This is an optimization exercise on Yosys and OpenROAD, whose aim is small area, not a production implementation. Only simulation tests tie the RTL to the original design; equivalence was not proved. Power is estimated from default activity; no workload was simulated.

## agu_pipe_stage
module agu_pipe_stage
#(
  parameter int ADDR_W    = 64,
  parameter int NUM_CH    = 3,
  parameter int DISP_W    = 32,
  parameter int PAYLOAD_W = 256,
  parameter int DEPTH     = 2
) (
  input  logic                     clk,
  input  logic                     resetN,
  input  logic                     flushIn,
  input  logic                     inValid,
  output logic                     inReady,
  input  logic [PAYLOAD_W-1:0]     inPayload,
  input  logic [NUM_CH-1:0]        inMemAccess,
  input  logic [NUM_CH*ADDR_W-1:0] inBase,
  input  logic [NUM_CH*ADDR_W-1:0] inIndex,
  input  logic [NUM_CH-1:0]        inIndexValid,
  input  logic [NUM_CH*2-1:0]      inScale,
  input  logic [NUM_CH*DISP_W-1:0] inDisp,
  output logic                     outValid,
  input  logic                     outReady,
  output logic [PAYLOAD_W-1:0]     outPayload,
  output logic [NUM_CH-1:0]        outMemAccess,
  output logic [NUM_CH*ADDR_W-1:0] outAddr,
  output logic [NUM_CH-1:0]        outFault,
  output logic [31:0]              acceptedCount
);
Settings: LEC_CHECK=0, CAP_MARGIN=20, CORE_MARGIN=2, CORE_UTILIZATION=45, CTS_CLUSTER_DIAMETER=150, CTS_CLUSTER_SIZE=24, SLEW_MARGIN=20, SYNTH_HIERARCHICAL=1; clock period 5.5 ns.
standard.sh (not shown) runs the stock make flow with config.mk's settings and CLKGATE_MAP_FILE= SYNTH_SCRIPT=/design/flow/synth_recipe.tcl, a recipe that flattens the netlist after the stock synthesis.
==> flow/flow/run.sh <==
#!/bin/bash
# Standard ORFS layout (the standard.sh, standard synthesis); the only change is the
# cell used to buffer the ports (buf_1 instead of the flow's default pick).
set -euo pipefail
bash standard.sh "BUFFER_PORTS_ARGS=-buffer_cell sky130_fd_sc_hd__buf_1" finish > standard_flow.log 2>&1
The first run did not get past I/O pin placement.
Then changed:
==> flow/flow/run.sh (replaced) <==
#!/bin/bash
# Standard ORFS layout (the standard.sh, standard synthesis) with three changes:
#  - ports are buffered with buf_1 instead of the flow's default pick;
#  - the floorplan step removes synthesis buffers instead of sizing up gates against
#    a wire-load estimate of the still unbuffered high-fanout nets;
#  - after global routing, cells on paths with positive slack are sized down.
set -euo pipefail
bash standard.sh \
  "BUFFER_PORTS_ARGS=-buffer_cell sky130_fd_sc_hd__buf_1" \
  REMOVE_ABC_BUFFERS=1 \
  RECOVER_POWER=100 \
  finish > standard_flow.log 2>&1
Settings changed: CORE_UTILIZATION 45 to 40.
=> The new run reached the layout checks and failed them: capacitance limit, slew limit. Area after synthesis is unchanged. Synthesized cell count is unchanged.

---

Setup of willow:
Another version of the RTL of agu_pipe_stage (not shown whole).
Size: ~4,200 cells after synthesis, roughly 940 flip-flops, roughly 45,000 sq um of cells after synthesis.
export LEC_CHECK = 0
export CAP_MARGIN = 20
export CORE_MARGIN = 2
export CORE_UTILIZATION = 40
export CTS_CLUSTER_DIAMETER = 150
export CTS_CLUSTER_SIZE = 24
export SLEW_MARGIN = 20
export SYNTH_HIERARCHICAL = 1
create_clock -name core_clock -period 5.5 [get_ports {clk}]
==> flow/flow/run.sh <==
#!/bin/bash
# Standard ORFS layout (the standard.sh, standard synthesis); the only change is the
# cell used to buffer the ports (buf_1 instead of the flow's default pick).
set -euo pipefail
bash standard.sh "BUFFER_PORTS_ARGS=-buffer_cell sky130_fd_sc_hd__buf_1" finish > standard_flow.log 2>&1
willow did not make it past 3_2_place_iop, where a tool error ended it.
Modified inputs, harbor compared to willow
# willow
export LEC_CHECK = 0
export CAP_MARGIN = 20
export CORE_MARGIN = 2
export CORE_UTILIZATION = 40
export CTS_CLUSTER_DIAMETER = 150
export CTS_CLUSTER_SIZE = 24
export SLEW_MARGIN = 20
export SYNTH_HIERARCHICAL = 1
create_clock -name core_clock -period 5.5 [get_ports {clk}]
# harbor
export LEC_CHECK = 0
export CAP_MARGIN = 0
export CORE_AREA = 2.3 2.72 351.7 351.28
export CTS_CLUSTER_DIAMETER = 150
export CTS_CLUSTER_SIZE = 24
export DIE_AREA = 0 0 354 354
export SLEW_MARGIN = 0
export SYNTH_HIERARCHICAL = 1
create_clock -name core_clock -period 5.5 [get_ports {clk}]
==> comparison <==
The async set-or-reset flop fraction in the synthesized netlist was comparable across willow and harbor.
From harbor to willow, xor/xnor share of the synthesized area did not move at all.
harbor -> willow: sequential cell area fraction in the yosys report delta 0, exact match
Taking willow as the reference, in harbor cell row count now larger; starting density of the core moved down; post-synth design cell area about even; width of the chip +4.2%.
The flow did not stop early for harbor: all stages ran, and the layout cleared the timing, design-rule and antenna checks.
Summary: with willow as the reference, die extent in y in harbor moved up by a few percent.
--- input diff harbor..ember ---
# harbor
export LEC_CHECK = 0
export CAP_MARGIN = 0
export CORE_AREA = 2.3 2.72 351.7 351.28
export CTS_CLUSTER_DIAMETER = 150
export CTS_CLUSTER_SIZE = 24
export DIE_AREA = 0 0 354 354
export SLEW_MARGIN = 0
export SYNTH_HIERARCHICAL = 1
create_clock -name core_clock -period 5.5 [get_ports {clk}]
# ember
export LEC_CHECK = 0
export CAP_MARGIN = 20
export CORE_AREA = 2.3 2.72 351.7 351.28
export CTS_BUF_LIST = sky130_fd_sc_hd__clkbuf_8
export CTS_CLUSTER_DIAMETER = 100
export CTS_CLUSTER_SIZE = 16
export DIE_AREA = 0 0 354 354
export GPL_TIMING_DRIVEN = 0
export SETUP_SLACK_MARGIN = 0.1
export SLEW_MARGIN = 20
export SYNTH_HIERARCHICAL = 1
create_clock -name core_clock -period 5.5 [get_ports {clk}]
### Flow results
harbor → ember: routed wire length moved down; setup slack moved down. From harbor to ember the numbers moved as follows: hold slack down 0.24 ns; number of vias per cell after detailed routing grew by 0.073; largest voltage drop on the vdd net fell 0.000096 V; leakage power total dropped about 4.6%. Number of cells in the finished layout apart from fillers: ember vs harbor down 3.7%. The number of buffers inserted by port buffering of harbor and that of ember are within noise of each other. Comparing harbor and ember, the lower met2 track demand over resource in global routing was measured on ember. [ember vs harbor] total of fill cells in the finished design: higher in ember.
--- input diff ember..quartz ---
# ember
export LEC_CHECK = 0
export CAP_MARGIN = 20
export CORE_AREA = 2.3 2.72 351.7 351.28
export CTS_BUF_LIST = sky130_fd_sc_hd__clkbuf_8
export CTS_CLUSTER_DIAMETER = 100
export CTS_CLUSTER_SIZE = 16
export DIE_AREA = 0 0 354 354
export GPL_TIMING_DRIVEN = 0
export SETUP_SLACK_MARGIN = 0.1
export SLEW_MARGIN = 20
export SYNTH_HIERARCHICAL = 1
create_clock -name core_clock -period 5.5 [get_ports {clk}]
# quartz
export LEC_CHECK = 0
export CAP_MARGIN = 20
export CORE_AREA = 2.3 2.72 351.7 351.28
export CTS_CLUSTER_DIAMETER = 150
export CTS_CLUSTER_SIZE = 24
export DIE_AREA = 0 0 354 354
export GPL_TIMING_DRIVEN = 0
export SETUP_SLACK_MARGIN = 0.1
export SLEW_MARGIN = 20
export SYNTH_HIERARCHICAL = 1
create_clock -name core_clock -period 5.5 [get_ports {clk}]
### Flow results
The post-route standard cell area excluding fillers was comparable across quartz and ember.
ember has a lower met2 track demand over resource in global routing than quartz.
Summary: with ember as the reference, fmax in quartz moved down slightly.
In the reports for quartz and ember, the smaller relative contribution of the clock network to total power belongs to ember.
Between quartz and ember, the number of cells upsized or downsized after cts is higher for quartz.
On synthesis-to-finish area growth: between quartz and ember, it ends up higher for quartz.
Maximum level of the CTS H-tree (higher): ember
Diff ember -> quartz: period utilization went up; post-route minimum period went up; number of filler cells placed in the layout went down.

static timing again, ports no longer ideal:
How much do the figures lean on ideal ports? The routed layouts below were timed once more, with nothing changed but the port constraints. Step 1, drivers: a clkbuf_16 drives clk and a buf_2 each remaining input, both assumed. Step 2 moves the port delays by t, midway between the first and last clock arrival at a register: inputs arrive t later, outputs are due t later. That takes back most of the time a late clock gives input paths. Three values: ideal ports, drivers, drivers and shift; two values: the first two.
run | t, ns | setup WS [ns] | worst setup path after step 2 | latest minus earliest clock arrival (ns) | worst data-port slew with drivers (ns)
the second run of note 1 | 0.728 | 0.441 / 0.479 / -0.249 | input to register | 0.036 / 0.037 | 0.22
harbor | 0.729 | 0.296 / 0.351 / -0.378 | input to register | 0.062 / 0.062 | 0.32
ember | 0.840 | 0.210 / 0.266 / -0.574 | input to register | 0.057 / 0.058 | 0.34
quartz | 0.738 | 0.154 / 0.215 / -0.524 | input to register | 0.071 / 0.071 | 0.31
For ember, which loses most, drivers alone change the setup slack by +0.056 ns; drivers and shift together by -0.784 ns.
